This design comes from an exercise in tuning for small area and a short achievable clock period on the open sky130 flow, not from production work. Function was checked by simulation only, so behaviour that the tests miss may differ from the original.

Design mul_div_unit, start of the top module:
module mul_div_unit #(
   parameter int MULT_CYCLES = 5,
   parameter int DIV_CYCLES  = 10
) (
   input  logic        clk,
   input  logic        reset,
   input  logic [2:0]  op,
   input  logic        start,
   input  logic [31:0] rs_data,
   input  logic [31:0] rt_data,
   output logic        busy,
   output logic        done,
   output logic [31:0] hi,
   output logic [31:0] lo
);
   localparam logic [2:0] OP_MULT  = 3'd1;
   localparam logic [2:0] OP_MULTU = 3'd2;
   localparam logic [2:0] OP_DIV   = 3'd3;
   localparam logic [2:0] OP_DIVU  = 3'd4;
   localparam logic [2:0] OP_MTHI  = 3'd5;
   localparam logic [2:0] OP_MTLO  = 3'd6;
   localparam int ROWS = 3;
   localparam int W    = 35;
   logic [3:0]  count;
   logic        isdiv;     
   logic        sg;        
   logic        sa;        
   logic        yp;        
   logic [31:0] x;         
   logic [31:0] b;         
   logic [32:0] a;         
   logic [1:0]  al;        
   logic is_muldiv;
   assign is_muldiv = start && (op >= OP_MULT) && (op <= OP_DIVU);
   assign busy      = is_muldiv || (count != 4'd0);
   wire idle   = (count == 4'd0);
   wire last   = (count == 4'd1);
   wire        op_div = op[2] | (op[1] & op[0]);
   wire        op_sg  = (op == OP_MULT) | (op == OP_DIV);
   wire        dv     = idle ? op_div : isdiv;
   wire        sge    = idle ? op_sg : sg;
   wire [31:0] xv     = idle ? rt_data : x;
   wire [31:0] bv     = idle ? rs_data : b;
   wire        ype    = ~idle & yp;
   wire        ainit  = op_div & op_sg & rs_data[31];
   wire [32:0] av     = idle ? {33{ainit}} : a;
   wire [34:0] rv     = idle ? {35{ainit}} : {a, al};    
   wire        x32    = sge & xv[31];
   wire [W:0]  xe     = {{(W-31){x32}}, xv, 1'b0};    
   wire        dlast  = isdiv & last;                  
   logic [W-1:0] bin [ROWS];
   logic [W-1:0] pp  [ROWS];
   logic [W-1:0] s   [ROWS];
   logic [W:0]   c   [ROWS];
   logic         one [ROWS];
   logic         two [ROWS];
   logic         neg [ROWS];
   logic         rsg [ROWS];    
   genvar r, i;
   generate
      for (r = 0; r < ROWS; r++) begin : g_row
         logic b1, b0, bm;
  ...
clock: 260.0 ns
lec_check: 0
cap_margin: 0
core_margin: 2
core_utilization: 35
cts_buf_list: sky130_fd_sc_hd__clkbuf_8
cts_cluster_size: 10
place_density: 0.6
slew_margin: 0
standard.sh (not shown) runs the stock make flow with config.mk's settings and CLKGATE_MAP_FILE= SYNTH_SCRIPT=/design/flow/synth_recipe.tcl, a recipe that flattens the netlist after the stock synthesis.
==> flow/flow/run.sh <==
#!/bin/bash
# The standard layout (standard.sh), with two changes:
#  * synthesis maps the logic with an area-oriented ABC script (flow/abc_area.script)
#    instead of ORFS's speed script; everything else in the synthesis is the standard flow's own
#    synth_recipe.tcl, so the registers and their names are the standard synthesis's;
#  * the port buffers are the smallest plain buffer (sky130_fd_sc_hd__buf_1).
# Output of the whole run goes to standard.log; ORFS keeps each step's log in orfs/logs.
set -eo pipefail
here=$(pwd)
export BUFFER_PORTS_ARGS="-buffer_cell sky130_fd_sc_hd__buf_1"
export MY_ABC_SCRIPT="$here/flow/abc_area.script"
{
  echo 'proc abc {args} { set i [lsearch -exact $args -script]; if {$i >= 0} { lset args [expr {$i + 1}] $::env(MY_ABC_SCRIPT) }; yosys abc {*}$args }'
  cat synth_recipe.tcl
} > flow_synth.tcl
sed "s#SYNTH_SCRIPT=[^ ]*#SYNTH_SCRIPT=$here/flow_synth.tcl#" standard.sh > flow_standard.sh
bash flow_standard.sh > standard.log 2>&1
==> flow/flow/abc_area.script <==
strash
dch -f
amap -F 5 -A 10
topo
Change:
- CORE_UTILIZATION: 35 -> 45
- GPL_TIMING_DRIVEN: default -> 0
What happened: Sequential share of layout area shrinks by 0.11 points. Synthesized area does not change. Global-route usage grows by 6.0 points. Count of clock-buffer cells in the layout stays the same. Utilization grows by 12 points. Design area grows by 0.42%. Worst setup slack gets worse by 1.5 ns. Register-to-register slack gets worse by 2.3 ns. Critical path depth grows by 123. Hold slack gets better by 0.020 ns.
Change:
- GPL_TIMING_DRIVEN: 0 -> default
After rerunning: Core utilization went down by 0.68 points. Fmax rose slightly. Hold slack gets worse by 0.0030 ns. Count of clock-buffer cells in the layout stays the same. First-iteration DRC count shrinks by a few percent. Cell count grows slightly.
Change:
==> flow/flow/abc_area.script (replaced) <==
strash
ifraig
dc2
dc2
dch -f
amap -F 5 -A 10
topo
- CORE_UTILIZATION: 45 -> 35
- utilization fell by 11 points
- cell count fell by 0.32%
- count of clock-buffer cells in the layout is unchanged
- worst hold slack improves by 0.042 ns
- global-route usage fell by 8.1 points
- wire length fell by 3.1%
- sequential share of layout area rose by 0.39 points
- final area fell by about 1.4%

## static timing again, ports no longer ideal
In the flow no input, the clock included, has a driving cell. The finished layouts below were timed again as built, in two steps. Step 1 assumes that a clkbuf_16 drives the clock port and a buf_2 every other input. Step 2 times the ports against the registers' clock, not the clock port: input delays grow and output delays shrink by t, the midpoint of the rising clock arrivals with the driver on. Slacks: no drivers / after step 1 / after step 2; pairs: no drivers / after step 1.
run	t, ns	setup slack, ns	worst hold slack (ns)	cell pins on the clock port's net
the first run	0.549	154.806 / 154.736 / 154.736	0.443 / 0.443 / 0.443	1
the second run	0.511	153.268 / 153.291 / 152.780	0.463 / 0.463 / 0.463	1
the third run	0.530	155.074 / 155.052 / 154.665	0.460 / 0.460 / 0.460	1
the fourth run	0.528	152.321 / 152.329 / 151.802	0.502 / 0.502 / 0.502	1
After both steps every run listed still meets setup and hold. The setup slack of the fourth run, which loses most, moves by +0.008 ns with the drivers and by -0.519 ns with both steps.
